What follows belongs to an exercise in optimizing a design on an open flow for small area and few clock cycles per item; a production flow would make more cautious choices. The RTL was checked by simulation tests, not by an equivalence proof against the original design. Power figures rest on the tool's default switching activity, not on a simulated workload.

**design/flow/design.v**
```verilog
package etok_pkg;
    localparam int CH_W     = 8;
    localparam int KIND_W   = 3;
    localparam int VALUE_W  = 32;
    localparam int SYMBOL_W = 8;
    localparam int MAX_FRAC_DIGITS_DEF = 9;
    localparam int INT_BITS_DEF        = 16;
    localparam logic [KIND_W-1:0] KIND_NUM   = 3'd0;
    localparam logic [KIND_W-1:0] KIND_OPER  = 3'd1;
    localparam logic [KIND_W-1:0] KIND_OPEN  = 3'd2;
    localparam logic [KIND_W-1:0] KIND_CLOSE = 3'd3;
    localparam logic [KIND_W-1:0] KIND_INVAL = 3'd4;
    localparam logic [KIND_W-1:0] KIND_END   = 3'd5;
    localparam int GUARD_W   = 25;
    localparam int ACC_W     = 18 + GUARD_W;
    localparam int FRAC_BIAS = -3;
endpackage
import etok_pkg::*;
module expression_tokenizer_unit #(
    parameter int MAX_FRAC_DIGITS = etok_pkg::MAX_FRAC_DIGITS_DEF,
    parameter int INT_BITS        = etok_pkg::INT_BITS_DEF
) (
    input  logic                      clk,
    input  logic                      rst_n,
    input  logic                      s_axis_tvalid,
    output logic                      s_axis_tready,
    input  logic [etok_pkg::CH_W-1:0] s_axis_tdata,    
    input  logic                      s_axis_tlast,    
    output logic                      m_axis_tvalid,
    input  logic                      m_axis_tready,
    output logic [39:0]               m_axis_tdata,    
    output logic [etok_pkg::KIND_W-1:0] m_axis_tuser,  
    output logic                      m_axis_tlast     
);
    logic             act_reg;       
    logic             frac_reg;      
    logic [3:0]       fcnt_reg;      
    logic [15:0]      ipart_reg;     
    logic             sat_reg;       
    logic [ACC_W-1:0] acc_reg;       
    logic [3:1]       cut_c_reg;     
    logic             hold_v_reg;
    logic             hold_end_reg;
    logic [7:0]       hold_ch_reg;
    logic [7:0] ch;
    logic [3:0] digit;
    logic       is_end, is_skip, is_digit, is_point, emit_tok, accept;
    assign ch       = s_axis_tdata;
    assign digit    = ch[3:0];
    assign is_end   = s_axis_tlast || (ch == 8'h00);
    assign is_skip  = (ch[7:5] == 3'b000) || (ch == 8'h20) || (ch == 8'h7F);
    assign is_digit = (ch[7:4] == 4'h3) && !(ch[3] && (ch[2] || ch[1]));
    assign is_point = (ch == 8'h2E) && act_reg && !frac_reg;
    assign emit_tok = is_end || !(is_skip || is_digit || is_point);
    assign s_axis_tready = !emit_tok || (m_axis_tready && !(hold_v_reg && act_reg));
    assign accept        = s_axis_tvalid && s_axis_tready;
    logic [ACC_W-1:0] weight, weight3, part_lo, part_hi;
    always_comb
    begin
        weight  = '0;
        weight3 = '0;
        if (fcnt_reg == 4'd0) begin weight = weight | 43'h6666666667; weight3 = weight3 | 43'h13333333335; end
        if (fcnt_reg == 4'd1) begin weight = weight | 43'ha3d70a3d7; weight3 = weight3 | 43'h1eb851eb85; end
        if (fcnt_reg == 4'd2) begin weight = weight | 43'h10624dd30; weight3 = weight3 | 43'h3126e9790; end
        if (fcnt_reg == 4'd3) begin weight = weight | 43'h1a36e2eb; weight3 = weight3 | 43'h4ea4a8c1; end
        if (fcnt_reg == 4'd4) begin weight = weight | 43'h29f16b1; weight3 = weight3 | 43'h7dd4413; end
        if (fcnt_reg == 4'd5) begin weight = weight | 43'h431bde; weight3 = weight3 | 43'hc9539a; end
        if (fcnt_reg == 4'd6) begin weight = weight | 43'h6b5fc; weight3 = weight3 | 43'h1421f4; end
        if (fcnt_reg == 4'd7) begin weight = weight | 43'habcd; weight3 = weight3 | 43'h20367; end
        if (fcnt_reg == 4'd8) begin weight = weight | 43'h112e; weight3 = weight3 | 43'h338a; end
    end
    logic [3:0] fdigit;
    assign fdigit = (s_axis_tvalid && !s_axis_tlast && is_digit && frac_reg) ? digit : 4'd0;
    always_comb
    begin
        case (fdigit[1:0])
            2'd0:    part_lo = '0;
            2'd1:    part_lo = weight;
            2'd2:    part_lo = weight << 1;
            default: part_lo = weight3;
        endcase
        case (fdigit[3:2])
            2'd0:    part_hi = '0;
            2'd1:    part_hi = weight << 2;
            default: part_hi = weight << 3;
        endcase
    end
    localparam int CUT_1 = 11;
    localparam int CUT_2 = 22;
    localparam int CUT_3 = 33;
    logic [ACC_W-1:0] csa_s, csa_c, acc_sum;
    logic [3:1]       cut_c_next;
    always_comb
    begin
        logic c;
        csa_s = acc_reg ^ part_lo ^ part_hi;
        csa_c = ((acc_reg & part_lo) | (acc_reg & part_hi) | (part_lo & part_hi)) << 1;
        c = 1'b0;
        cut_c_next = '0;
        for (int i = 0; i < ACC_W; i++)
        begin
            if (i == CUT_1)
            begin
                cut_c_next[1] = c;
                c = cut_c_reg[1];
            end
            if (i == CUT_2)
            begin
                cut_c_next[2] = c;
                c = cut_c_reg[2];
            end
            if (i == CUT_3)
            begin
                cut_c_next[3] = c;
                c = cut_c_reg[3];
            end
            acc_sum[i] = csa_s[i] ^ csa_c[i] ^ c;
            c = (csa_s[i] & csa_c[i]) | (c & (csa_s[i] ^ csa_c[i]));
        end
    end
    logic [15:0] ipart_x5;
    logic [15:0] ipart_x10;
    logic        ipart_ovf;
    always_comb
    begin
        logic        c;
        logic [15:0] b;
        b = {ipart_reg[13:0], digit[2] | digit[3], digit[1] | digit[3]};
        c = digit[3];
        for (int i = 0; i < 16; i++)
        begin
            ipart_x5[i] = ipart_reg[i] ^ b[i] ^ c;
            c = (ipart_reg[i] & b[i]) | (c & (ipart_reg[i] ^ b[i]));
        end
        ipart_x10 = {ipart_x5[14:0], digit[0]};
        ipart_ovf = c || ipart_x5[15] || ipart_reg[15] || ipart_reg[14];
    end
    logic [3:0] fcnt_inc;
    assign fcnt_inc = {fcnt_reg[3] ^ (fcnt_reg[2] & fcnt_reg[1] & fcnt_reg[0]),
                       fcnt_reg[2] ^ (fcnt_reg[1] & fcnt_reg[0]),
                       fcnt_reg[1] ^ fcnt_reg[0],
                       !fcnt_reg[0]};
    always_ff @(posedge clk or negedge rst_n)
    begin
        if (!rst_n)
        begin
            act_reg  <= 1'b0;
            frac_reg <= 1'b0;
        end
        else if (accept)
        begin
            if (emit_tok)
            begin
                act_reg  <= 1'b0;
                frac_reg <= 1'b0;
            end
            else if (is_digit)
            begin
                act_reg <= 1'b1;
            end
            else if (is_point)
            begin
                frac_reg <= 1'b1;
            end
        end
    end
    always_ff @(posedge clk)
    begin
        acc_reg   <= frac_reg ? acc_sum : ACC_W'((1 << GUARD_W) + FRAC_BIAS);
        cut_c_reg <= frac_reg ? cut_c_next : 3'b000;
        if (!frac_reg)
        begin
            fcnt_reg <= 4'd0;
        end
        else if (accept && is_digit && !(fcnt_reg[3] && fcnt_reg[0]))
        begin
            fcnt_reg <= fcnt_inc;
        end
        if (accept && is_digit && !frac_reg)
        begin
            if (!act_reg)
            begin
                ipart_reg <= 16'(digit);
                sat_reg   <= 1'b0;
            end
            else
            begin
                ipart_reg <= ipart_x10;
                sat_reg   <= sat_reg || ipart_ovf;
            end
        end
    end
    logic [ACC_W-1:0] xv;        
    logic [15:0]      int_sum;
    logic             int_carry;
    logic [31:0]      num_value;
    always_comb
    begin
        logic k, ones, kin;
        k = 1'b0;
        ones = 1'b1;
        xv = '0;
        for (int i = CUT_1; i < ACC_W; i++)
        begin
            kin = k && ones;
            if (i == CUT_1 || i == CUT_2 || i == CUT_3)
            begin
                logic cc;
                cc = (i == CUT_1) ? cut_c_reg[1] : (i == CUT_2) ? cut_c_reg[2] : cut_c_reg[3];
                xv[i] = acc_reg[i] ^ kin ^ cc;
                k = (acc_reg[i] && kin) || (acc_reg[i] && cc) || (kin && cc);
                ones = 1'b1;
            end
            else
            begin
                xv[i] = acc_reg[i] ^ kin;
                ones = ones && acc_reg[i];
            end
        end
        ones = 1'b1;
        for (int i = 0; i < 16; i++)
        begin
            int_sum[i] = ipart_reg[i] ^ (xv[ACC_W-1] && ones);
            ones = ones && ipart_reg[i];
        end
        int_carry = xv[ACC_W-1] && ones;
    end
    assign num_value = (sat_reg || int_carry) ? 32'hFFFF_FFFF
                     : {int_sum, xv[ACC_W-2:GUARD_W+1]};
    logic hold_load;
    assign hold_load = accept && emit_tok && (hold_v_reg || act_reg);
    always_ff @(posedge clk or negedge rst_n)
    begin
        if (!rst_n)
        begin
            hold_v_reg <= 1'b0;
        end
        else
        begin
            hold_v_reg <= hold_load || (hold_v_reg && !m_axis_tready);
        end
    end
    always_ff @(posedge clk)
    begin
        if (hold_load)
        begin
            hold_ch_reg  <= ch;
            hold_end_reg <= is_end;
        end
    end
    logic       out_num, tok_end;
    logic [7:0] tok_ch;
    assign out_num = !hold_v_reg && act_reg;
    assign tok_ch  = hold_v_reg ? hold_ch_reg  : ch;
    assign tok_end = hold_v_reg ? hold_end_reg : is_end;
    assign m_axis_tvalid = hold_v_reg || (s_axis_tvalid && emit_tok);
    always_comb
    begin
        m_axis_tuser = KIND_INVAL;
        m_axis_tdata = {tok_ch, 32'd0};
        m_axis_tlast = 1'b1;
        if (out_num)
        begin
            m_axis_tuser = KIND_NUM;
            m_axis_tdata = {8'd0, num_value};
            m_axis_tlast = 1'b0;
        end
        else if (tok_end)
        begin
            m_axis_tuser = KIND_END;
            m_axis_tdata = '0;
        end
        else
        begin
            case (tok_ch)
                8'h2B, 8'h2A, 8'h7E, 8'h2F, 8'h5E, 8'h52, 8'h4C:
                begin
                    m_axis_tuser = KIND_OPER;
                end
                8'h28:
                begin
                    m_axis_tuser = KIND_OPEN;
                    m_axis_tdata = '0;
                end
                8'h29:
                begin
                    m_axis_tuser = KIND_CLOSE;
                    m_axis_tdata = '0;
                end
                default:
                begin
                    m_axis_tuser = KIND_INVAL;
                end
            endcase
        end
    end
endmodule
```
**design/flow/flow/run.sh**
```bash
#!/bin/bash
# Own layout flow: the standard flow (standard synthesis, then ORFS
# floorplan to finish) with these changes:
# - after the standard synthesis, the combinational gates between its
#   registers and adder cells are mapped again for area: each full adder's
#   and XOR gate's polarity is chosen to need the fewest inverters
#   (invopt.py), then four times ABC maps the rest (half adders included)
#   for area (reabc.abc) and polarities are chosen again, and the smallest
#   of the four netlists is kept; registers, full adders and the names of
#   registers are kept, and a Yosys equivalence proof against the standard
#   netlist must pass, else the standard netlist is used;
# - before floorplan, every combinational cell goes to the smallest drive
#   strength of its family (downsize.tcl); timing repair sizes up what the
#   period needs;
# - the port buffers that global placement inserts use the smallest buffer
#   cell instead of a delay buffer;
# - clock tree synthesis uses one buffer type in larger sink clusters,
#   without dummy loads.
# Each tool's output goes to a log file of its own in this folder.
set -euo pipefail
F="$PWD/flow"
R="$PWD/orfs/results/$FLOW_PLATFORM/expression_tokenizer_unit/base"
LIB="$FLOW_HOME/platforms/$FLOW_PLATFORM/lib/sky130_fd_sc_hd__tt_025C_1v80.lib"
YOSYS="$(command -v yosys || echo "$FLOW_HOME/../tools/install/yosys/bin/yosys")"

bash standard.sh synth > synth.log 2>&1

# Map the combinational logic again, keeping registers and full adders.
DU="-dont_use *lpflow* -dont_use *probe* -dont_use *clkdly* -dont_use *dlygate*"
DU="$DU -dont_use *dlymetal* -dont_use *clkbuf* -dont_use *clkinv*"
models() {  # Verilog models of the combinational cells the given netlists use
  local cells
  cells=$(grep -ohE 'sky130_fd_sc_hd__\w+' "$@" | sort -u \
          | grep -vE '__(dfxtp_1|edfxtp_1|dfrtp_1|fa_1|ha_1|conb_1)$' | tr '\n' ' ')
  python3 "$F/libmodels.py" "$LIB" $cells
}
reabc_once() {  # $1 in, $2 out: ABC maps the combinational logic for area
  models "$1" > comb_models.v || return 1
  grep 'ha_1' "$F/seqmodels.v" >> comb_models.v || return 1
  "$YOSYS" -p "read_verilog -lib $F/stubs.v; read_verilog comb_models.v; read_verilog $1;
    hierarchy -top $FLOW_TOP; flatten; delete t:\$scopeinfo; techmap; opt -fast;
    abc -liberty $LIB $DU -script $F/reabc.abc; opt_clean -purge;
    write_verilog -noattr -nohex -nodec $2" > "reabc_$2.log" 2>&1
}
netarea() {  # cell area of a netlist, from the cells' LEF sizes
  python3 - "$1" "$FLOW_HOME/platforms/$FLOW_PLATFORM/lef/sky130_fd_sc_hd_merged.lef" <<'PY'
import re, sys
s = open(sys.argv[1]).read()
lef = open(sys.argv[2]).read()
area = {}
for m in re.finditer(r'MACRO (\S+)\s*\n(.*?)\nEND \1', lef, re.S):
    sz = re.search(r'SIZE\s+([\d.]+)\s+BY\s+([\d.]+)', m.group(2))
    if sz:
        area[m.group(1)] = float(sz.group(1)) * float(sz.group(2))
print('%.3f' % sum(area[t] for t in re.findall(r'^\s*(sky130_fd_sc_hd__\w+)\s+\S+\s*\(', s, re.M)))
PY
}
reopt() {
  cp "$R/1_2_yosys.v" std_netlist.v || return 1
  python3 "$F/invopt.py" std_netlist.v pol0_netlist.v pol0 > invopt0.log 2>&1 || return 1
  local cur=pol0_netlist.v best="" best_area="" a
  # half adders go back to logic for ABC; full adders and registers stay
  for it in 1 2 3 4; do
    reabc_once "$cur" "reabc${it}_netlist.v" || return 1
    python3 "$F/invopt.py" "reabc${it}_netlist.v" "pol${it}_netlist.v" "pol${it}" > "invopt${it}.log" 2>&1 || return 1
    cur="pol${it}_netlist.v"
    a=$(netarea "$cur") || return 1
    echo "iteration $it: $a" >> reopt_areas.log
    if [[ -z "$best" ]] || python3 -c "import sys; sys.exit(0 if $a < $best_area else 1)"; then
      best="$cur"; best_area="$a"
    fi
  done
  cp "$best" final_netlist.v || return 1
  echo "chosen: $best $best_area" >> reopt_areas.log
  # Proof: the standard and the final netlist, with only ports and register
  # outputs named alike, are equivalent.
  models std_netlist.v final_netlist.v > all_models.v || return 1
  cat "$F/seqmodels.v" >> all_models.v || return 1
  python3 "$F/renamenets.py" std_netlist.v eq_gold.v _o || return 1
  python3 "$F/renamenets.py" final_netlist.v eq_gate.v _g || return 1
  "$YOSYS" -p "read_verilog all_models.v; read_verilog eq_gold.v; rename $FLOW_TOP gold;
    read_verilog eq_gate.v; rename $FLOW_TOP gate; proc; flatten; async2sync; opt_clean;
    equiv_make gold gate equiv; hierarchy -top equiv; equiv_simple -seq 2; equiv_induct;
    equiv_status -assert" > equiv.log 2>&1 || return 1
  grep -q 'Equivalence successfully proven' equiv.log || return 1
  # same registers, same names and cell types
  diff <(grep -oE 'sky130_fd_sc_hd__(dfxtp|edfxtp|dfrtp)_1 +\S+' std_netlist.v | sort) \
       <(grep -oE 'sky130_fd_sc_hd__(dfxtp|edfxtp|dfrtp)_1 +\S+' final_netlist.v | sort) > regs.diff || return 1
}
if reopt; then
  echo "reopt: using the remapped netlist" > reopt.status
  cp final_netlist.v "$R/1_2_yosys.v"
  rm -f "$R/1_synth.odb" "$R/1_synth.sdc"
else
  echo "reopt: failed, using the standard netlist" > reopt.status
fi

export PRE_FLOORPLAN_TCL="$F/downsize.tcl"
export BUFFER_PORTS_ARGS="-buffer_cell sky130_fd_sc_hd__buf_1"
export CTS_ARGS="-sink_clustering_enable -repair_clock_nets -buf_list sky130_fd_sc_hd__clkbuf_8 -sink_clustering_size 16 -dont_use_dummy_load"
bash standard.sh > standard.log 2>&1
```
**design/flow/flow/downsize.tcl**
```tcl
# Set every combinational cell of the synthesized netlist to the smallest
# drive strength of its own cell family (same function and pins); timing
# repair later in the flow sizes up what the clock period needs. Registers,
# tie cells and anything on DONT_USE_CELLS are left alone.
set db [ord::get_db]
set block [ord::get_db_block]
set dont_use {}
if { [info exists ::env(DONT_USE_CELLS)] } {
  set dont_use $::env(DONT_USE_CELLS)
}
proc is_dont_use { name patterns } {
  foreach p $patterns {
    if { [string match $p $name] } { return 1 }
  }
  return 0
}
array set best_area {}
array set best_master {}
foreach lib [$db getLibs] {
  foreach m [$lib getMasters] {
    set n [$m getName]
    if { ![regexp {^(.*)_([0-9]+)$} $n -> base drive] } { continue }
    if { [is_dont_use $n $dont_use] } { continue }
    set a [expr { [$m getWidth] * [$m getHeight] }]
    if { ![info exists best_area($base)] || $a < $best_area($base) } {
      set best_area($base) $a
      set best_master($base) $m
    }
  }
}
set swapped 0
foreach inst [$block getInsts] {
  set m [$inst getMaster]
  set n [$m getName]
  if { [regexp {__(df|dl|sdf|edf|conb|tap|fill|decap)} $n] } { continue }
  if { ![regexp {^(.*)_([0-9]+)$} $n -> base drive] } { continue }
  if { ![info exists best_master($base)] } { continue }
  set a [expr { [$m getWidth] * [$m getHeight] }]
  if { $best_area($base) < $a } {
    $inst swapMaster $best_master($base)
    incr swapped
  }
}
puts "downsize: $swapped cells set to their smallest drive strength"
```
**design/flow/flow/invopt.py**
```python
#!/usr/bin/env python3
"""Inverter clean-up of a Yosys gate netlist (sky130hd cells).

Full adders are self-dual (inverting all three inputs inverts both outputs),
and an XOR gate with one input inverted is the XNOR of the plain input. So the
polarity of every full adder and XOR/XNOR gate may be chosen freely. This script
removes the netlist's inverters, picks those polarities to need as few
inverters as possible, and puts back one inverter per net whose complement is
still needed. Registers, ports and all other cells are left as they are.

usage: invopt.py in.v out.v [name_prefix]
"""
import re, sys, random

src = open(sys.argv[1]).read()
m_mod = re.search(r'module\s+(\S+)\s*\((.*?)\);', src, re.S)
body_start = m_mod.end()
endmod = src.rindex('endmodule')
head = src[:body_start]
body = src[body_start:endmod]

inst_re = re.compile(r'\n(\s*)(sky130_fd_sc_hd__\w+)\s+(\S+)\s*\((.*?)\);', re.S)
pin_re = re.compile(r'\.(\w+)\(\s*(.*?)\s*\)\s*(?:,|$)', re.S)

insts = []          # [type, name, [(pin, net)]]
spans = []
for m in inst_re.finditer(body):
    pins = [(p, n.strip()) for p, n in pin_re.findall(m.group(4))]
    insts.append([m.group(2), m.group(3), pins])
    spans.append((m.start(), m.end()))
rest = body
for s, e in reversed(spans):
    rest = rest[:s] + rest[e:]
assert 'assign' not in rest, 'assign statements are not handled'

decl_out = set()
for m in re.finditer(r'\boutput\s+(\[(\d+):(\d+)\]\s*)?(\S+?)\s*;', head + rest):
    if m.group(1):
        for i in range(int(m.group(3)), int(m.group(2)) + 1):
            decl_out.add('%s[%d]' % (m.group(4), i))
    else:
        decl_out.add(m.group(4))

OUTPINS = {'X', 'Y', 'Q', 'Q_N', 'SUM', 'COUT'}
def is_inv(t): return re.match(r'sky130_fd_sc_hd__(inv|clkinv)_\d+$', t) is not None
def is_fa(t): return re.match(r'sky130_fd_sc_hd__fa_\d+$', t) is not None
def xor_kind(t):
    m = re.match(r'sky130_fd_sc_hd__(xor|xnor)(2|3)_(\d+)$', t)
    return m.groups() if m else None
def is_const(n): return re.match(r"^\d+'[bhd]", n) is not None

driver = {}
loads = {}
for idx, (t, name, pins) in enumerate(insts):
    for p, n in pins:
        if is_const(n):
            continue
        if p in OUTPINS:
            driver[n] = (idx, p)
        else:
            loads.setdefault(n, []).append((idx, p))

# inverters that may be removed: not driving a port, input not a constant
removable = set()
for idx, (t, name, pins) in enumerate(insts):
    if is_inv(t):
        d = dict(pins)
        if d['Y'] not in decl_out and not is_const(d['A']):
            removable.add(idx)

def root(n):
    """(base net, parity) following removable inverters back from net n."""
    par = 0
    seen = 0
    while n in driver and driver[n][0] in removable:
        n = dict(insts[driver[n][0]][2])['A']
        par ^= 1
        seen += 1
        assert seen < 1000
    return n, par

# polarity variables: fa and xor cells
var_of = {}
for idx, (t, name, pins) in enumerate(insts):
    if idx in removable:
        continue
    if is_fa(t) or xor_kind(t):
        var_of[idx] = len(var_of)
nv = len(var_of)

# requirements: for each base net, list of (load idx, parity, kind)
# kind: 'fix' (plain cell / port / flop), 'fa' (input of fa with its var), 'xor' (absorbs)
req = {}
for idx, (t, name, pins) in enumerate(insts):
    if idx in removable:
        continue
    for p, n in pins:
        if p in OUTPINS or is_const(n):
            continue
        b, par = root(n)
        kind = 'fa' if is_fa(t) else ('xor' if xor_kind(t) else 'fix')
        req.setdefault(b, []).append((idx, p, par, kind))
# removable inverter outputs that reach no cell: drop. Ports read by removed
# inverters are impossible (inverters driving ports were kept).

def drv_var(b):
    if b in driver and driver[b][0] in var_of:
        return var_of[driver[b][0]]
    return None

bases = list(req.keys())
def cost_of(b, P):
    dv = drv_var(b)
    pb = P[dv] if dv is not None else 0
    need = False
    for idx, p, par, kind in req[b]:
        if kind == 'xor':
            continue
        r = par ^ (P[var_of[idx]] if kind == 'fa' else 0)
        if r != pb:
            return 1
    return 0

# nets touched by each variable
touch = [set() for _ in range(nv)]
for b in bases:
    dv = drv_var(b)
    if dv is not None:
        touch[dv].add(b)
    for idx, p, par, kind in req[b]:
        if kind == 'fa':
            touch[var_of[idx]].add(b)

def total(P):
    return sum(cost_of(b, P) for b in bases)

best = None
rng = random.Random(1)
for trial in range(20):
    P = [0] * nv if trial == 0 else [rng.randint(0, 1) for _ in range(nv)]
    improved = True
    while improved:
        improved = False
        for v in range(nv):
            before = sum(cost_of(b, P) for b in touch[v])
            P[v] ^= 1
            after = sum(cost_of(b, P) for b in touch[v])
            if after < before:
                improved = True
            else:
                P[v] ^= 1
    tc = total(P)
    if best is None or tc < best[0]:
        best = (tc, P[:])
tc, P = best
n_inv_before = sum(1 for i in range(len(insts)) if is_inv(insts[i][0]))
print('inverters: %d before, %d removable, %d after' % (n_inv_before, len(removable), n_inv_before - len(removable) + tc), file=sys.stderr)

# rebuild
newpins = {}   # idx -> dict pin -> net
for idx in range(len(insts)):
    newpins[idx] = dict(insts[idx][2])
newinst = []
neg_net = {}
cnt = 0
PFX = sys.argv[3] if len(sys.argv) > 3 else 'invopt'
def neg(b):
    global cnt
    if b not in neg_net:
        nn = '_%s_n%d_' % (PFX, cnt)
        neg_net[b] = nn
        newinst.append(('sky130_fd_sc_hd__inv_1', '_%s_i%d_' % (PFX, cnt), [('A', b), ('Y', nn)]))
        cnt += 1
    return neg_net[b]

xor_flip = {}   # idx -> parity to add to the gate's inversion
for b in bases:
    dv = drv_var(b)
    pb = P[dv] if dv is not None else 0
    for idx, p, par, kind in req[b]:
        if kind == 'xor':
            newpins[idx][p] = b
            # the gate now sees v(b)^pb where it wanted v(b)^par
            xor_flip[idx] = xor_flip.get(idx, 0) ^ par ^ pb
            continue
        r = par ^ (P[var_of[idx]] if kind == 'fa' else 0)
        newpins[idx][p] = b if r == pb else neg(b)

out = []
for idx, (t, name, pins) in enumerate(insts):
    if idx in removable:
        continue
    if idx in var_of:
        k = xor_kind(t)
        if k:
            # output must carry v(out) ^ P: flip the gate if needed
            f = xor_flip.get(idx, 0) ^ P[var_of[idx]]
            if f:
                kind, nin, drive = k
                t = 'sky130_fd_sc_hd__%s%s_%s' % ('xnor' if kind == 'xor' else 'xor', nin, drive)
                opin = 'X' if kind == 'xnor' else 'Y'   # new output pin name
                ipin = 'Y' if kind == 'xnor' else 'X'
                d = newpins[idx]
                d[opin] = d.pop('Y' if kind == 'xnor' else 'X')
    out.append((t, name, list(newpins[idx].items())))
out += newinst

# nets: declare new ones
decl = ''.join('  wire %s;\n' % nn for nn in neg_net.values())
lines = []
for t, name, pins in out:
    if name.startswith('\\'):
        name = name + ' '
    lines.append('  %s %s (\n%s\n  );\n' % (t, name, ',\n'.join('    .%s(%s%s)' % (p, n, ' ' if n.startswith('\\') else '') for p, n in pins)))
open(sys.argv[2], 'w').write(head + rest.rstrip() + '\n' + decl + ''.join(lines) + 'endmodule\n')
```
**design/flow/flow/libmodels.py**
```python
#!/usr/bin/env python3
"""Verilog models of the combinational cells of a liberty file (function
attributes), for the cell types named on the command line.
usage: libmodels.py lib.lib cell1 cell2 ... > models.v"""
import re, sys
lib = open(sys.argv[1]).read()
want = set(sys.argv[2:])
out = []
for m in re.finditer(r'\n\s*cell \("([^"]+)"\) \{', lib):
    name = m.group(1)
    if name not in want:
        continue
    # cell body: find matching brace
    i = m.end(); depth = 1
    while depth:
        c = lib[i]
        if c == '{': depth += 1
        elif c == '}': depth -= 1
        i += 1
    body = lib[m.end():i]
    pins = []
    for pm in re.finditer(r'\n\s*pin \("([^"]+)"\) \{', body):
        j = pm.end(); d = 1
        while d:
            c = body[j]
            if c == '{': d += 1
            elif c == '}': d -= 1
            j += 1
        pb = body[pm.end():j]
        direction = re.search(r'direction : "?(\w+)"?', pb).group(1)
        fn = re.search(r'\n\s*function : "([^"]+)"', pb)
        pins.append((pm.group(1), direction, fn.group(1) if fn else None))
    ins = [p for p, d, f in pins if d == 'input']
    outs = [(p, f) for p, d, f in pins if d == 'output']
    assert all(f for p, f in outs), name
    def conv(f):
        f = f.replace('!', '~').replace('+', '|').replace('*', '&')
        # juxtaposition AND: "A B" -> "A & B"
        f = re.sub(r'(\w|\))\s+(?=[\w(~])', r'\1 & ', f)
        f = f.replace('^', '^')
        return f
    out.append('module %s (%s);\n' % (name, ', '.join(ins + [p for p, f in outs])))
    for p in ins: out.append('  input %s;\n' % p)
    for p, f in outs: out.append('  output %s;\n  assign %s = %s;\n' % (p, p, conv(f)))
    out.append('endmodule\n')
print(''.join(out))
```
**design/flow/flow/reabc.abc**
```
&get -n
&st
&dch -f
&nf -a -R 1000
&put
topo
```
**design/flow/flow/renamenets.py**
```python
#!/usr/bin/env python3
"""Rename every internal net of a gate netlist except the nets that flip-flop
outputs drive (appends _g), so that an equivalence check pairs only ports and
registers. usage: renamenets.py in.v out.v"""
import re, sys
SUF = sys.argv[3] if len(sys.argv) > 3 else '_g'
s = open(sys.argv[1]).read()
keep = set()
for m in re.finditer(r'sky130_fd_sc_hd__(?:dfxtp|edfxtp|dfrtp)_\d+\s+\S+\s*\((.*?)\);', s, re.S):
    q = re.search(r'\.Q\(\s*(.*?)\s*\)', m.group(1)).group(1)
    keep.add(q.split('[')[0].lstrip('\\'))
ports = set(re.findall(r'\b(?:input|output)\s+(?:\[\d+:\d+\]\s*)?(\S+?)\s*;', s))
def ren(m):
    name = m.group(0)
    base = name.split('[')[0].lstrip('\\').rstrip()
    if base in ports or base in keep:
        return name
    if name.startswith('\\'):
        return name.rstrip() + SUF + ' '
    return name + SUF
# rename identifiers inside pin connections and wire declarations
def fix_pin(m):
    inner = m.group(2)
    if re.match(r"^\d+'", inner.strip()):
        return m.group(0)
    n = inner.strip()
    base = n.split('[')[0].lstrip('\\')
    if base in ports or base in keep:
        return m.group(0)
    if n.startswith('\\'):
        return '.%s(%s%s )' % (m.group(1), n, SUF)
    if '[' in n:
        b, idx = n.split('[', 1)
        return '.%s(%s%s[%s)' % (m.group(1), b, SUF, idx)
    return '.%s(%s%s)' % (m.group(1), n, SUF)
s = re.sub(r'\.(\w+)\(\s*(.*?)\s*\)(?=\s*[,\n)])', fix_pin, s)
def fix_wire(m):
    n = m.group(2)
    base = n.lstrip('\\')
    if base in ports or base in keep:
        return m.group(0)
    if n.startswith('\\'):
        return '%s%s%s ;' % (m.group(1), n, SUF)
    return '%s%s%s;' % (m.group(1), n, SUF)
s = re.sub(r'(\bwire\s+(?:\[\d+:\d+\]\s*)?)(\S+?)\s*;', fix_wire, s)
def fix_inst(m):
    t, n = m.group(1), m.group(2)
    if re.search(r'__(dfxtp|edfxtp|dfrtp)_', t):
        return m.group(0)
    if n.startswith('\\'):
        return '%s %s%s (' % (t, n, SUF)
    return '%s %s%s (' % (t, n, SUF)
s = re.sub(r'(sky130_fd_sc_hd__\w+)\s+(\S+)\s*\(', fix_inst, s)
open(sys.argv[2], 'w').write(s)
```
**design/flow/flow/seqmodels.v**
```verilog
module sky130_fd_sc_hd__dfxtp_1 (CLK, D, Q); input CLK, D; output reg Q; always @(posedge CLK) Q <= D; endmodule
module sky130_fd_sc_hd__edfxtp_1 (CLK, D, DE, Q); input CLK, D, DE; output reg Q; always @(posedge CLK) if (DE) Q <= D; endmodule
module sky130_fd_sc_hd__dfrtp_1 (CLK, D, RESET_B, Q); input CLK, D, RESET_B; output reg Q; always @(posedge CLK or negedge RESET_B) if (!RESET_B) Q <= 1'b0; else Q <= D; endmodule
module sky130_fd_sc_hd__fa_1 (A, B, CIN, COUT, SUM); input A, B, CIN; output COUT, SUM; assign {COUT, SUM} = A + B + CIN; endmodule
module sky130_fd_sc_hd__ha_1 (A, B, COUT, SUM); input A, B; output COUT, SUM; assign {COUT, SUM} = A + B; endmodule
module sky130_fd_sc_hd__conb_1 (HI, LO); output HI, LO; assign HI = 1'b1; assign LO = 1'b0; endmodule
```
**design/flow/flow/stubs.v**
```verilog
(* blackbox *) module sky130_fd_sc_hd__dfxtp_1 (CLK, D, Q); input CLK, D; output Q; endmodule
(* blackbox *) module sky130_fd_sc_hd__edfxtp_1 (CLK, D, DE, Q); input CLK, D, DE; output Q; endmodule
(* blackbox *) module sky130_fd_sc_hd__dfrtp_1 (CLK, D, RESET_B, Q); input CLK, D, RESET_B; output Q; endmodule
(* blackbox *) module sky130_fd_sc_hd__fa_1 (A, B, CIN, COUT, SUM); input A, B, CIN; output COUT, SUM; endmodule
(* blackbox *) module sky130_fd_sc_hd__conb_1 (HI, LO); output HI, LO; endmodule
```
**design/flow/standard.sh**
```bash
#!/bin/bash
# synth_recipe.tcl (not shown) runs the flow's synth.tcl, then flattens the netlist and writes it again
# the make line also repeats each setting of config.mk as NAME=value (left out here)
make -C /OpenROAD-flow-scripts/flow DESIGN_CONFIG=/design/flow/config.mk WORK_HOME=/design/flow/orfs CLKGATE_MAP_FILE= SYNTH_SCRIPT=/design/flow/synth_recipe.tcl "${@:-finish}"
```
**design/flow/config.mk**
```make
export PLATFORM = sky130hd
export DESIGN_NAME = expression_tokenizer_unit
export DESIGN_NICKNAME = expression_tokenizer_unit
export VERILOG_FILES = /design/flow/design.v
export SDC_FILE = /design/flow/constraint.sdc
export NUM_CORES = 4
export LEC_CHECK = 0
export ABC_AREA = 1
export CAP_MARGIN = 20
export CORE_MARGIN = 2
export CORE_UTILIZATION = 70
export GPL_TIMING_DRIVEN = 0
export SLEW_MARGIN = 20
```
**design/flow/constraint.sdc**
```tcl
create_clock -name core_clock -period 10.0 [get_ports {clk}]
set_input_delay 2.0000 -clock core_clock [delete_from_list [all_inputs] [get_ports {clk}]]
set_output_delay 2.0000 -clock core_clock [all_outputs]
set_load 0.01 [all_outputs]
```
==> summary.md, run 1 <==
| Metric | Value |
|---|---|
| Synth warn | `1` |
| Max-cap violations | `0` |
| Mapped Area | `0.006472 mm²` |
| Crit start category | `input port` |
| CTS sink count | `79` |
| Initial Utilization | `0.7106` |
| # rows | `35` |
| Global-route wire length before repair | `around 28,000 µm` |
| Clk_skew | `0.02513 ns` |
| Fin area | `0.007067 mm²` |
| Nets | `850` |
| Buffers added on ports | `58` |
| GRT Util Overall | `0.3630` |
| Area of the multi-input gates | `0.004646 mm²` |
| Worst-margin pin slew | `~1.1 ns` |
| Clk Latency, worst-skew pair | `approximately 0.37 ns` |
| CP endpoint kind | `flop` |
| Clock input transition at the sequential cells of the worst setup and hold paths | `0.09 ns` |
| Gate Count Post-Synth | `669` |
| Chip height | `~100 µm` |
| Cell Area, Placed | `0.006879 mm²` |
| Hold_buf cts | `0` |
| LEAKAGE | `2.777 nW` |
| Antenna cells | `0` |
| Fin Hold WS | `0.5189 ns` |
| Vias in the first global route | `5,740` |
| Pin count of the biggest net entering global routing | `33` |
| Hpwl dp | `about 13,000 µm` |
| Max-slew violation count | `0` |
| RSZ-0062 raised after global routing | `true` |
| TritonCTS buffer count | `9` |
| Root buffer cell | `clkbuf_8` |
| Fmax | `102.9 MHz` |
| Syn Nets | `between 700 and 800` |
| Critical path required time | `10.27 ns` |
| Routed len/inst | `20.36 µm` |
| Clock tree buffer depth | `2` |
| Critical path class | `in2reg` |
| Setup tns final | `0 ns` |
| Core Region | `0.009109 mm²` |
| Fin. Hold Viols | `0` |
| Final period util | `0.9716` |
| Crit path DAT | `9.99 ns` |
| P per Cell Area | `~80 mW/mm²` |
| Slew HR | `0.2933` |
| Total gr overflow | `0` |
| Final min period | `9.716 ns` |
| Tot Pwr | `0.5644 mW` |
| DR DRC count | `0` |
| ANT nets after route | `0` |
| Final setup violation count | `0` |
| Outcome | `timing/DRC/antenna clean` |
| Mapped Avg Cell Area | `9.675 µm²` |
| Layout area overhead | `9.182%` |
| Drt via density | `6.715` |
| 1st-pass router iterations | `6` |
| CTS tree | `yes` |
| Final Core Density | `0.7758` |
| Fraction of layout cells with a size suffix above 1 | `0.03789` |
| H-tree levels | `3` |
| Max reg flops | `between 40 and 50` |
| CP Max Fanout | `14` |
| Initial antenna violation count | `1` |
| Gpl congestion | `0.9982` |
| FF/Latch Area | `~0.0019 mm²` |
| Fill cell count | `647` |
| Starting DRT DRC Count | `635` |
| Io pins | `59` |
| DR vias | `5,708` |
| Die Span X | `~100 µm` |
| Type of the tightest min-delay check | `reg2reg` |
| Die area | `0.01003 mm²` |
| Routed WL | `~17,000 µm` |
| Worst ir drop on vdd | `about 0.000065 V` |
[routing by layer]
layer | routed length [µm] | vias up | GRT usage | part of all wire
met5 | 19 | - | 0 | 0.0011
met2 | 8302 | 373 | 0.6004 | 0.48
li1 | - | 2539 | - | -
met1 | 6916 | 2723 | 0.4854 | 0.40
met3 | 1468 | 71 | 0.05710 | 0.085
met4 | 599 | 2 | 0.1475 | 0.035
[cell usage in the layout (no fill, tap or decap), types with 3 or more instances in the layout]
cell      count
a21oi_1      69
and2_0       41
and3_1       16
buf_1        56
clkbuf_8      9
dfxtp_1      50
edfxtp_1     26
fa_1         96
inv_1         8
mux2i_1       8
nand2_1      54
nand2_2       3
nand2b_1     28
nand3_1      10
nand4_1       6
nor2_1       72
nor2_4        3
nor2b_1       7
nor3_1       13
nor4_1        3
o211ai_1      3
o21a_1        3
o21ai_0      45
o22ai_1      35
o31ai_1      18
or2_0         8
xor2_1        3
[where the power goes]
part           switching [mW]  internal [mW]  leakage [nW]
Sequential            0.00256          0.332         0.685
Clock                   0.107         0.0806        0.0647
Combinational          0.0285         0.0139          2.03
[cell type report]
cell class / count / share of cell area
Multi-Input combinational cell: 582 / 0.6574
Sequential cell: 79 / 0.2629
Inverter: 8 / 0.004249
Clock buffer: 9 / 0.01753
Tap cell: 111 / 0.01965
Timing Repair Buffer: 61 / 0.03824
[worst paths after layout]
check | from | endpoint | slack, ns | cells past startpoint
min in group asynchronous | rst_n | act_reg | 1.44 | 1
hold / removal | acc_reg[0] | acc_reg[1] | 0.52 | 2
setup / recovery | s_axis_tdata[6] | acc_reg[32] | 0.28 | 23
max in group asynchronous | rst_n | frac_reg | 8.39 | 1
setup reg to reg | fcnt_reg[3] | acc_reg[21] | 1.87 | 17
hold reg to reg | acc_reg[0] | acc_reg[1] | 0.52 | 2
[stage by stage]
stage / std cells / worst slack (ns)
6_report: 850 / 0.2842
3_3_place_gp: 838 / -1.028
3_5_place_dp: 840 / -1.140
4_1_cts: 849 / 0.006379
5_1_grt: 850 / -0.03671
2_1_floorplan: 669 / 0.3292
[worst max-delay path: stages]
cell and delay, ns:
buf_1 0.13, nor2_1 0.13, nand2_1 0.11, a211oi_2 0.30, nand2_1 0.14, nor2_2 0.20, and2_1 0.34, nand2_2 0.30
nor2_4 0.35, a22o_1 0.22, fa_1 0.44, fa_1 0.42, fa_1 0.46, fa_1 0.47, fa_1 0.46, fa_1 0.48
fa_1 0.51, fa_1 0.47, fa_1 0.46, fa_1 0.47, fa_1 0.48, fa_1 0.48, and2_0 0.15
[timing repair]
action | in CTS | in global routing
gates resized for setup | 12 | 8
pin swaps | 1 | 2
endpoints found under the setup margin | 5 | 4
buffers inserted | 0 | 1
Testbench counts, summed over its fixed seeds: cycles 31,132, tokens 10,951.
==> run 2: changes to the inputs <==
--- a/design/flow/config.mk
+++ b/design/flow/config.mk
@@ -9,5 +9,5 @@
 export CAP_MARGIN = 20
 export CORE_MARGIN = 2
-export CORE_UTILIZATION = 70
+export CORE_UTILIZATION = 60
 export GPL_TIMING_DRIVEN = 0
 export SLEW_MARGIN = 20
==> run 2 against run 1 <==
Against the previous run:
- still clean
- count of clock-buffer cells in the layout stayed put
- first-iteration DRC count up 0.47%
- combinational power grew 0.9%
- clock power fell by 2%
- synthesized cell count is the same
- sequential power hardly changed
- critical path depth rose by 1
- sequential share of layout area is 0.12 points lower
- total power is 0.47% lower
- sequential cell count stayed put
- non-clock buffer count grew 1
- design area is 0.44% higher
- largest power group unchanged
- highest routed layer is now met4
==> summary.md, run 2 <==
| Metric | Value |
|---|---|
| P per Cell Area | `79.15 mW/mm² (was 79.87 mW/mm²)` |
| Hpwl dp | `12,580 µm (was 13,180 µm)` |
| Gate Count Post-Synth | `669 (unchanged)` |
| Synth warn | `1 (unchanged)` |
| CTS tree | `yes (unchanged)` |
| Worst-margin pin slew | `1.028 ns (was 1.056 ns)` |
| Dpl ws | `-1.056 ns (was -1.140 ns)` |
| Fin. Hold Viols | `0 (unchanged)` |
| Crit start category | `input port (unchanged)` |
| CTS sink count | `79 (unchanged)` |
| Final Non-Filler Cells | `876 (was 850)` |
| Final worst slack | `0.3491 ns (was 0.2842 ns)` |
| H-tree levels | `3 (unchanged)` |
| Max-slew violation count | `0 (unchanged)` |
| Crit-path slowest cell | `fa_1 (unchanged)` |
| Max-cap violations | `0 (unchanged)` |
| Global-route wire length before repair | `27,170 µm (was 28,110 µm)` |
| Reg-to-Reg Start | `fcnt_reg[3] (unchanged)` |
| Die Span X | `107.9 µm (was 100.2 µm)` |
| TritonCTS buffer count | `9 (unchanged)` |
| DR vias | `5,657 (was 5,708)` |
| Final min period | `9.651 ns (was 9.716 ns)` |
| Routed WL | `16,640 µm (was 17,310 µm)` |
| Vias in the first global route | `5,466 (was 5,740)` |
| Starting DRT DRC Count | `638 (was 635)` |
| Clk_skew | `0.02610 ns (was 0.02513 ns)` |
| LEAKAGE | `2.775 nW (was 2.777 nW)` |
| Critical Path Most Common Cell | `fa_1 (unchanged)` |
| Routed len/inst | `19.00 µm (was 20.36 µm)` |
| Chip height | `107.9 µm (was 100.2 µm)` |
| Outcome | `timing/DRC/antenna clean (unchanged)` |
| Fraction of layout cells with a size suffix above 1 | `0.03784 (was 0.03789)` |
| Io pins | `59 (unchanged)` |
| Critical path class | `in2reg (unchanged)` |
| Most common cell after layout, fill and taps aside | `fa_1 (unchanged)` |
| Min-delay src | `acc_reg[0] (unchanged)` |
| Dpl cells | `865 (was 840)` |
| Initial antenna violation count | `0 (was 1)` |
| Die area | `0.01163 mm² (was 0.01003 mm²)` |
| Initial Utilization | `0.6214 (was 0.7106)` |
| Type of the tightest min-delay check | `reg2reg (unchanged)` |
| Nets | `851 (was 850)` |
| Critical Path Source | `s_axis_tdata[6] (unchanged)` |
| Mapped Avg Cell Area | `9.675 µm² (unchanged)` |
| Drt via density | `6.458 (was 6.715)` |
| Slew HR | `0.3142 (was 0.2933)` |
| Antenna cells | `0 (unchanged)` |
| Fin area | `0.007098 mm² (was 0.007067 mm²)` |
| ANT nets after route | `0 (unchanged)` |
| GRT Util Overall | `0.3013 (was 0.3630)` |
| Hold_buf cts | `0 (unchanged)` |
| Buffers added on ports | `58 (unchanged)` |
| Layout area overhead | `9.666% (was 9.182%)` |
| 1st-pass router iterations | `6 (unchanged)` |
| Final setup violation count | `0 (unchanged)` |
| Fmax | `103.6 MHz (was 102.9 MHz)` |
| Largest stage delay, worst path | `0.50 ns (was 0.51 ns)` |
| # rows | `37 (was 35)` |
| Worst ir drop on vdd | `0.00005377 V (was 0.00006460 V)` |
| Syn Nets | `778 (unchanged)` |
| Crit path DAT | `9.90 ns (was 9.99 ns)` |
| CP Max Fanout | `14 (unchanged)` |
| Gpl congestion | `1.010 (was 0.9982)` |
| Clock input transition at the sequential cells of the worst setup and hold paths | `0.08 ns (was 0.09 ns)` |
| Clk Latency, worst-skew pair | `0.36 ns (was 0.37 ns)` |
| Total gr overflow | `0 (unchanged)` |
| Final period util | `0.9651 (was 0.9716)` |
| Worst reg-to-reg path cell count | `17 (unchanged)` |
| Worst-path cell chain | `buf_1 > nor2_1 > nand2_1 > a211oi_2 > nand2_1 > nor2_1 > and3_2 > nand2_2 > nor2_4 > nand3_1 > a22o_1 > fa_1 > fa_1 > fa_1 > fa_1 > fa_1 > fa_1 > fa_1 > fa_1 > fa_1 > fa_1 > fa_1 > fa_1 > and2_0 (was buf_1 > nor2_1 > nand2_1 > a211oi_2 > nand2_1 > nor2_2 > and2_1 > nand2_2 > nor2_4 > a22o_1 > fa_1 > fa_1 > fa_1 > fa_1 > fa_1 > fa_1 > fa_1 > fa_1 > fa_1 > fa_1 > fa_1 > fa_1 > and2_0)` |
| DR DRC count | `0 (unchanged)` |
| Clock tree buffer depth | `2 (unchanged)` |
| Max reg flops | `43 (unchanged)` |
| Pin count of the biggest net entering global routing | `36 (was 33)` |
| Core Region | `0.01042 mm² (was 0.009109 mm²)` |
| Number of stages on the worst hold path | `2 (unchanged)` |
| Fin Hold WS | `0.5068 ns (was 0.5189 ns)` |
| Critical path required time | `10.25 ns (was 10.27 ns)` |
| Tot Pwr | `0.5618 mW (was 0.5644 mW)` |
| Cell Area, Placed | `0.006910 mm² (was 0.006879 mm²)` |
| Commonest non-fill, non-tap cells in the layout | `fa_1, nor2_1, a21oi_1, buf_1, nand2_1 (unchanged)` |
| Root buffer cell | `clkbuf_8 (unchanged)` |
| CP endpoint kind | `flop (unchanged)` |
| Mapped Area | `0.006472 mm² (unchanged)` |
run 2: final cells by class:
cell class,count,area (µm²)
Sequential cell,79,1858
Fill cell,861,3318
Timing Repair Buffer,62,277.8
Inverter,8,30.03
Tap cell,136,170.2
Multi-Input combinational cell,582,4638
Clock buffer,9,123.9
run 2: stage by stage:
step                      TNS [ns]  utilization
after floorplan                  0            -
after global placement      -4.118       0.6586
after detailed placement    -4.099       0.6634
after CTS                 -0.03573       0.6789
after global routing      -0.02215       0.6814
final                            0       0.6814
run 2: timing repair:
action	CTS	global route
pin swaps	1	0
buffers inserted	2	0
setup endpoints to repair	5	5
resized for setup	7	11
run 2: final timing paths:
kind                               end  slack (ns)
min                         acc_reg[0]        0.51
max                        acc_reg[32]        0.35
max in group asynchronous     frac_reg        8.41
min reg2reg                 acc_reg[0]        0.51
max reg2reg                acc_reg[21]        1.90
min in group asynchronous   hold_v_reg        1.42
run 2: report_power, final:
part           switching [mW]  internal [mW]
Combinational          0.0290         0.0139
Sequential            0.00266          0.332
Clock                   0.104         0.0804
Total                   0.136          0.426
run 2: routing by layer:
layer,global-route usage,up-vias,part of all wire
met5,0,-,0
met2,0.4695,307,0.46
met1,0.4249,2729,0.43
li1,-,2556,-
met4,0.1081,0,0.035
met3,0.05630,65,0.070
run 2: worst max-delay path: cells and delay by family:
family / cells / cell delay (ns)
AND/OR/NAND/NOR: 9 / 1.72
AO/OA/AOI/OAI: 2 / 0.50
adder cells (fa/ha/maj): 12 / 5.52
buffers and inverters: 1 / 0.15
==> run 3: changes to the inputs <==
--- a/design/flow/config.mk
+++ b/design/flow/config.mk
@@ -9,5 +9,5 @@
 export CAP_MARGIN = 20
 export CORE_MARGIN = 2
-export CORE_UTILIZATION = 60
+export CORE_UTILIZATION = 65
 export GPL_TIMING_DRIVEN = 0
 export SLEW_MARGIN = 20
==> run 3 against run 2 <==
Against the previous run:
- register-to-register slack gained 0.09 ns
- critical path type unchanged
- clock power grew 3%
- sequential share of layout area is essentially flat
- combinational power is essentially flat
- largest cell class unchanged
- die area shrank 7.4%
- utilization grew 4.8 points
- global-route usage grew 2.5 points
- critical endpoint unchanged
- synthesized cell count is the same
==> summary.md, run 3 <==
| Metric | Value |
|---|---|
| Max-cap violations | `0 (unchanged)` |
| CP endpoint kind | `flop (unchanged)` |
| Max reg flops | `43 (unchanged)` |
| RSZ-0062 raised after global routing | `false` |
| Slew HR | `0.3196 (was 0.3142)` |
| Root buffer cell | `clkbuf_8 (unchanged)` |
| Buffers added on ports | `58 (unchanged)` |
| Fraction of layout cells with a size suffix above 1 | `0.03794 (was 0.03784)` |
| Largest stage delay, worst path | `0.50 ns (about the same)` |
| P per Cell Area | `79.91 mW/mm² (was 79.15 mW/mm²)` |
| Hpwl dp | `12,320 µm (was 12,580 µm)` |
| Synth warn | `1 (unchanged)` |
| CP Max Fanout | `14 (unchanged)` |
| GRT Util Overall | `0.3261 (was 0.3013)` |
| CTS sink count | `79 (unchanged)` |
| Io pins | `59 (unchanged)` |
| Routed WL | `16,680 µm (was 16,640 µm)` |
| Worst-path cell chain | `clkbuf_2 > nand2_1 > nand2_1 > a211oi_2 > nand2_1 > nor2_2 > and3_2 > nand2_2 > nor2_4 > nand3_1 > a22o_1 > fa_1 > fa_1 > fa_1 > fa_1 > fa_1 > fa_1 > fa_1 > fa_1 > fa_1 > fa_1 > fa_1 > fa_1 > and2_0 (was buf_1 > nor2_1 > nand2_1 > a211oi_2 > nand2_1 > nor2_1 > and3_2 > nand2_2 > nor2_4 > nand3_1 > a22o_1 > fa_1 > fa_1 > fa_1 > fa_1 > fa_1 > fa_1 > fa_1 > fa_1 > fa_1 > fa_1 > fa_1 > fa_1 > and2_0)` |
| LEAKAGE | `2.782 nW (was 2.775 nW)` |
| Setup Buffers After CTS | `0 (was 2)` |
| DR DRC count | `0 (unchanged)` |
| Dpl ws | `-0.9924 ns (was -1.056 ns)` |
| Final min period | `9.703 ns (was 9.651 ns)` |
| Fin area | `0.007093 mm² (was 0.007098 mm²)` |
| Dpl cells | `862 (was 865)` |
| Die area | `0.01077 mm² (was 0.01163 mm²)` |
| Cell Area, Placed | `0.006907 mm² (was 0.006910 mm²)` |
| Clock tree buffer depth | `2 (unchanged)` |
| Final setup violation count | `0 (unchanged)` |
| Clk Latency, worst-skew pair | `0.36 ns (about the same)` |
| Final worst slack | `0.2967 ns (was 0.3491 ns)` |
| Layout area overhead | `9.588% (was 9.666%)` |
| Setup tns final | `0 ns (unchanged)` |
| Final period util | `0.9703 (was 0.9651)` |
| Gpl congestion | `0.9997 (was 1.010)` |
| Crit start category | `input port (unchanged)` |
| Worst path buffer plus inverter count | `1 (unchanged)` |
| CTS tree | `yes (unchanged)` |
| Mapped Area | `0.006472 mm² (unchanged)` |
| Critical Path Most Common Cell | `fa_1 (unchanged)` |
| ANT nets after route | `0 (unchanged)` |
| Critical path class | `in2reg (unchanged)` |
| Commonest non-fill, non-tap cells in the layout | `fa_1, nor2_1, a21oi_1, buf_1, nand2_1 (unchanged)` |
| Core Region | `0.009729 mm² (was 0.01042 mm²)` |
| Worst ir drop on vdd | `0.00007361 V (was 0.00005377 V)` |
| Outcome | `timing/DRC/antenna clean (unchanged)` |
| Critical path required time | `10.25 ns (about the same)` |
| Drt via density | `6.443 (was 6.458)` |
| Global-route wire length before repair | `27,980 µm (was 27,170 µm)` |
| Crit path DAT | `9.96 ns (was 9.90 ns)` |
| H-tree levels | `3 (unchanged)` |
| Nets | `849 (was 851)` |
| Vias in the first global route | `5,586 (was 5,466)` |
| Crit-path slowest cell | `fa_1 (unchanged)` |
| Clock input transition at the sequential cells of the worst setup and hold paths | `0.08 ns (about the same)` |
| Chip height | `103.8 µm (was 107.9 µm)` |
| Starting DRT DRC Count | `750 (was 638)` |
| Die Span X | `103.8 µm (was 107.9 µm)` |
| CP delay by family, top | `adder cells (unchanged)` |
| Initial Utilization | `0.6653 (was 0.6214)` |
| Syn Nets | `778 (unchanged)` |
| R2r setup slk | `1.99 ns (was 1.90 ns)` |
| Initial antenna violation count | `0 (unchanged)` |
| Fin. Hold Viols | `0 (unchanged)` |
| Fin Hold WS | `0.5066 ns (was 0.5068 ns)` |
| Final Non-Filler Cells | `871 (was 876)` |
| Pin count of the biggest net entering global routing | `36 (unchanged)` |
| Mapped Avg Cell Area | `9.675 µm² (unchanged)` |
| 1st-pass router iterations | `8 (was 6)` |
| TritonCTS buffer count | `9 (unchanged)` |
| Antenna cells | `0 (unchanged)` |
| Final Core Density | `0.7290 (was 0.6814)` |
| Worst-margin pin slew | `1.019 ns (was 1.028 ns)` |
| Clk_skew | `0.01513 ns (was 0.02610 ns)` |
| Most common cell after layout, fill and taps aside | `fa_1 (unchanged)` |
| Max-slew violation count | `0 (unchanged)` |
| Total gr overflow | `0 (unchanged)` |
| Type of the tightest min-delay check | `reg2reg (unchanged)` |
| Routed len/inst | `19.14 µm (was 19.00 µm)` |
| Gate Count Post-Synth | `669 (unchanged)` |
| DR vias | `5,612 (was 5,657)` |
| Tot Pwr | `0.5668 mW (was 0.5618 mW)` |
| # rows | `36 (was 37)` |
| Fmax | `103.1 MHz (was 103.6 MHz)` |
==> run 3: cell types whose count changed in the layout (fill, tap and decap cells not counted) <==
cell and delta:
nor2_1 -1, and2_1 -1, and2_2 +1, nand2_4 +2, nand2_2 -2, buf_4 -2, nor2_2 +1
==> run 3: layout make-up <==
| class | count | area (µm²) |
|---|---|---|
| multi-input combinational | 582 | 4652 |
| clock buffer | 9 | 123.9 |
| fill | 734 | 2636 |
| inverter | 8 | 30.03 |
| sequential | 79 | 1858 |
| tap | 133 | 166.4 |
| timing repair buffer | 60 | 262.8 |
==> run 3: routing by layer <==
metal | GRT usage | wire (µm)
met5 | 0 | 0
met4 | 0.1216 | 559
met3 | 0.05916 | 1474
met2 | 0.5147 | 7738
met1 | 0.4572 | 6903
==> run 3: worst reg2reg max path, stage by stage, from the launching register on <==
cell	delay (ns)
dfxtp_1	0.55
or2_0	0.45
nor3_1	0.74
nor3_1	0.27
o22ai_1	0.29
fa_1	0.47
fa_1	0.41
fa_1	0.46
fa_1	0.46
fa_1	0.46
fa_1	0.46
fa_1	0.46
fa_1	0.46
fa_1	0.47
fa_1	0.46
fa_1	0.46
fa_1	0.46
nand2b_1	0.14
==> run 3: final timing paths <==
kind,start,to,cells past startpoint
max,s_axis_tdata[3],acc_reg[32],24
min,acc_reg[0],acc_reg[0],2
max reg2reg,fcnt_reg[0],acc_reg[21],17
min reg2reg,acc_reg[0],acc_reg[0],2
max in group asynchronous,rst_n,frac_reg,1
min in group asynchronous,rst_n,hold_v_reg,1
==> run 3: power by group <==
part | total [mW] | switching (mW) | internal, mW
Sequential | 0.335 | 0.00270 | 0.332
Clock | 0.189 | 0.109 | 0.0806
Combinational | 0.0430 | 0.0291 | 0.0139
Total | 0.567 | 0.141 | 0.426
==> run 3: repair_timing <==
item | in CTS | in global routing
gates resized for setup | 12 | 10
hold buffers | 0 | 0
endpoints found under the setup margin | 5 | 4
endpoints found under the hold margin | 0 | 0
==> run 4: changes to the inputs <==
--- a/design/flow/config.mk
+++ b/design/flow/config.mk
@@ -6,5 +6,5 @@
 export NUM_CORES = 4
 export LEC_CHECK = 0
-export ABC_AREA = 1
+export ABC_AREA = 0
 export CAP_MARGIN = 20
 export CORE_MARGIN = 2
==> run 4 against run 3 <==
Against the previous run:
- die area is 2.3% higher
- final cell count is 4.0% higher
- sequential share of layout area is 0.62 points lower
- worst setup slack better by 0.030 ns
- critical path type unchanged
==> summary.md, run 4 <==
| Metric | Value |
|---|---|
| Outcome | `timing/DRC/antenna clean (unchanged)` |
| Final worst slack | `0.3265 ns (was 0.2967 ns)` |
| 1st-pass router iterations | `7 (was 8)` |
| Final period util | `0.9673 (was 0.9703)` |
| Dpl ws | `-1.154 ns (was -0.9924 ns)` |
| Cell Area, Placed | `0.007066 mm² (was 0.006907 mm²)` |
| Max-slew violation count | `0 (unchanged)` |
| Max reg flops | `43 (unchanged)` |
| Top Usage Layer GRT | `met2 (unchanged)` |
| # rows | `36 (unchanged)` |
| Total gr overflow | `0 (unchanged)` |
| Layout area overhead | `9.589% (was 9.588%)` |
| Syn Nets | `810 (was 778)` |
| GRT Util Overall | `0.3523 (was 0.3261)` |
| Clk Latency, worst-skew pair | `0.37 ns (was 0.36 ns)` |
| Met3 layer usage reported by global route | `0.06987 (was 0.05916)` |
| CTS sink count | `79 (unchanged)` |
| Pin count of the biggest net entering global routing | `38 (was 36)` |
| R2r setup slk | `1.56 ns (was 1.99 ns)` |
| Antenna cells | `0 (unchanged)` |
| ANT nets after route | `0 (unchanged)` |
| Final Non-Filler Cells | `906 (was 871)` |
| H-tree levels | `3 (unchanged)` |
| Tot Pwr | `0.5825 mW (was 0.5668 mW)` |
| CP delay by family, top | `adder cells (unchanged)` |
| Fraction of layout cells with a size suffix above 1 | `0.03622 (was 0.03794)` |
| Crit path DAT | `9.93 ns (was 9.96 ns)` |
| Fin area | `0.007264 mm² (was 0.007093 mm²)` |
| Met1 Use GR | `0.4557 (was 0.4572)` |
| Max-cap violations | `0 (unchanged)` |
| Met2 Use GR | `0.5747 (was 0.5147)` |
| Initial Utilization | `0.6751 (was 0.6653)` |
| Routed WL | `18,590 µm (was 16,680 µm)` |
| Die Span X | `105.0 µm (was 103.8 µm)` |
| TritonCTS buffer count | `9 (unchanged)` |
| Root buffer cell | `clkbuf_8 (unchanged)` |
| Fin. Hold Viols | `0 (unchanged)` |
| Commonest non-fill, non-tap cells in the layout | `fa_1, nor2_1, nand2_1, buf_1 (was fa_1, nor2_1, a21oi_1, buf_1, nand2_1)` |
| Type of the tightest min-delay check | `reg2reg (unchanged)` |
| Fill cell count | `715 (was 734)` |
| Final setup violation count | `0 (unchanged)` |
| Nets | `884 (was 849)` |
| Vias in the first global route | `6,002 (was 5,586)` |
| Clock tree buffer depth | `2 (unchanged)` |
| Initial antenna violation count | `0 (unchanged)` |
| Worst path buffer plus inverter count | `1 (unchanged)` |
| Fmax | `103.4 MHz (was 103.1 MHz)` |
| Setup tns final | `0 ns (unchanged)` |
| Critical path class | `in2reg (unchanged)` |
| Clock input transition at the sequential cells of the worst setup and hold paths | `0.08 ns (about the same)` |
| Drt via density | `6.751 (was 6.443)` |
| P per Cell Area | `80.19 mW/mm² (was 79.91 mW/mm²)` |
| Slew HR | `0.3500 (was 0.3196)` |
| Mapped Area | `0.006629 mm² (was 0.006472 mm²)` |
| CTS tree | `yes (unchanged)` |
| LEAKAGE | `2.778 nW (was 2.782 nW)` |
| Clk_skew | `0.01379 ns (was 0.01513 ns)` |
| DR vias | `6,116 (was 5,612)` |
| Chip height | `105.0 µm (was 103.8 µm)` |
| Worst-path cell chain | `clkbuf_4 > o21ai_0 > nand2_1 > nor3_2 > nand3_1 > nor2_2 > and2_4 > nand2_4 > nor2_4 > o2111ai_1 > o21ai_0 > fa_1 > fa_1 > fa_1 > fa_1 > fa_1 > fa_1 > fa_1 > fa_1 > fa_1 > fa_1 > fa_1 > fa_1 > and2_0 (was clkbuf_2 > nand2_1 > nand2_1 > a211oi_2 > nand2_1 > nor2_2 > and3_2 > nand2_2 > nor2_4 > nand3_1 > a22o_1 > fa_1 > fa_1 > fa_1 > fa_1 > fa_1 > fa_1 > fa_1 > fa_1 > fa_1 > fa_1 > fa_1 > fa_1 > and2_0)` |
| Dpl cells | `894 (was 862)` |
| Most common cell after layout, fill and taps aside | `fa_1 (unchanged)` |
| Gate Count Post-Synth | `701 (was 669)` |
| Crit start category | `input port (unchanged)` |
| Io pins | `59 (unchanged)` |
| FF/Latch Area | `0.001858 mm² (unchanged)` |
| Routed len/inst | `20.51 µm (was 19.14 µm)` |
| Starting DRT DRC Count | `852 (was 750)` |
| Crit-path slowest cell | `fa_1 (unchanged)` |
| Synth warn | `1 (unchanged)` |
| CP Max Fanout | `37 (was 14)` |
| CP endpoint kind | `flop (unchanged)` |
| Worst-margin pin slew | `0.9739 ns (was 1.019 ns)` |
| Worst ir drop on vdd | `0.00005225 V (was 0.00007361 V)` |
| Gpl congestion | `0.9804 (was 0.9997)` |
| Mapped Avg Cell Area | `9.456 µm² (was 9.675 µm²)` |
| Critical path required time | `10.26 ns (was 10.25 ns)` |
| Die area | `0.01102 mm² (was 0.01077 mm²)` |
| Critical Path Most Common Cell | `fa_1 (unchanged)` |
| DR DRC count | `0 (unchanged)` |
| Area of the multi-input gates | `0.004776 mm² (was 0.004652 mm²)` |
| Largest stage delay, worst path | `0.49 ns (was 0.50 ns)` |
| Final min period | `9.673 ns (was 9.703 ns)` |
| Hpwl dp | `13,660 µm (was 12,320 µm)` |
| Global-route wire length before repair | `30,590 µm (was 27,980 µm)` |
| Core Region | `0.009819 mm² (was 0.009729 mm²)` |
| Buffers added on ports | `58 (unchanged)` |
## run 4: path summary, 6_finish.rpt
path                               endpoint       startpoint  cells past startpoint
worst max-delay path            acc_reg[32]  s_axis_tdata[1]                     24
worst min-delay path            acc_reg[42]      acc_reg[41]                      2
worst max register to register  acc_reg[21]      fcnt_reg[3]                     18
worst min register to register  acc_reg[42]      acc_reg[41]                      2
max in group asynchronous          frac_reg            rst_n                      1
min in group asynchronous           act_reg            rst_n                      1
## run 4: metrics by stage
step	utilization	hold slack (ns)
2_1_floorplan	-	0.4978
3_3_place_gp	0.7142	0.5067
3_5_place_dp	0.7195	0.5439
4_1_cts	0.7351	0.5441
5_1_grt	0.7398	0.5988
6_report	0.7398	0.5537
## run 4: power by group
group          switching, mW  internal (mW)  total (mW)
combinational         0.0390         0.0188      0.0578
clock                  0.109         0.0805       0.189
sequential           0.00323          0.332       0.335
total                  0.151          0.431       0.583
## run 4: final cells by class
type | count | area share
Tap cell | 133 | 0.02291
Inverter | 14 | 0.007234
Multi-Input combinational cell | 608 | 0.6574
Timing Repair Buffer | 63 | 0.03961
Clock buffer | 9 | 0.01705
Sequential cell | 79 | 0.2558
## run 4: worst min-delay path, stage by stage (launching register included)
cell,delay [ns]
dfxtp_1,0.36
nand3_1,0.10
a21oi_1,0.06
## run 4: what timing repair did
action / CTS / global route
gates resized for setup: 10 / 6
hold buffers: 0 / 0
pin swaps: 0 / 1
setup endpoints to repair: 5 / 4
setup buffers: 0 / 3
## run 4: routing by layer
metal | part of all wire | vias up
met2 | 0.48 | 409
met5 | 0.0012 | -
met3 | 0.099 | 93
met1 | 0.38 | 2940
li1 | - | 2672
met4 | 0.042 | 2

[port drivers added, routing unchanged]
In the flow no input, the clock included, has a driving cell. The finished layouts below were timed again as built, in two steps. Step 1, drivers: a clkbuf_16 drives clk and a buf_2 each remaining input, both assumed. Step 2, shift: input delay + t, output delay - t, t = (earliest + latest rising clock arrival at the registers) / 2. This alone moves slack from input paths to output paths. Three values: no drivers, after step 1, after step 2; two values: the first two.
| run | t, ns | setup WS [ns] | worst setup path after step 2 | latest minus earliest clock arrival (ns) | cell pins on the clock port's net |
|---|---|---|---|---|---|
| run 1 | 0.389 | 0.284 / 0.294 / -0.095 | input to register | 0.026 / 0.026 | 1 |
| run 2 | 0.385 | 0.349 / 0.363 / -0.022 | input to register | 0.027 / 0.026 | 1 |
| run 3 | 0.385 | 0.297 / 0.305 / -0.079 | input to register | 0.016 / 0.015 | 1 |
| run 4 | 0.397 | 0.327 / 0.340 / -0.057 | input to register | 0.013 / 0.014 | 1 |
With both steps, setup timing fails in every run listed, where it was met with ideal ports. For run 4, which loses most, drivers alone change the setup slack by +0.013 ns; drivers and shift together by -0.384 ns.
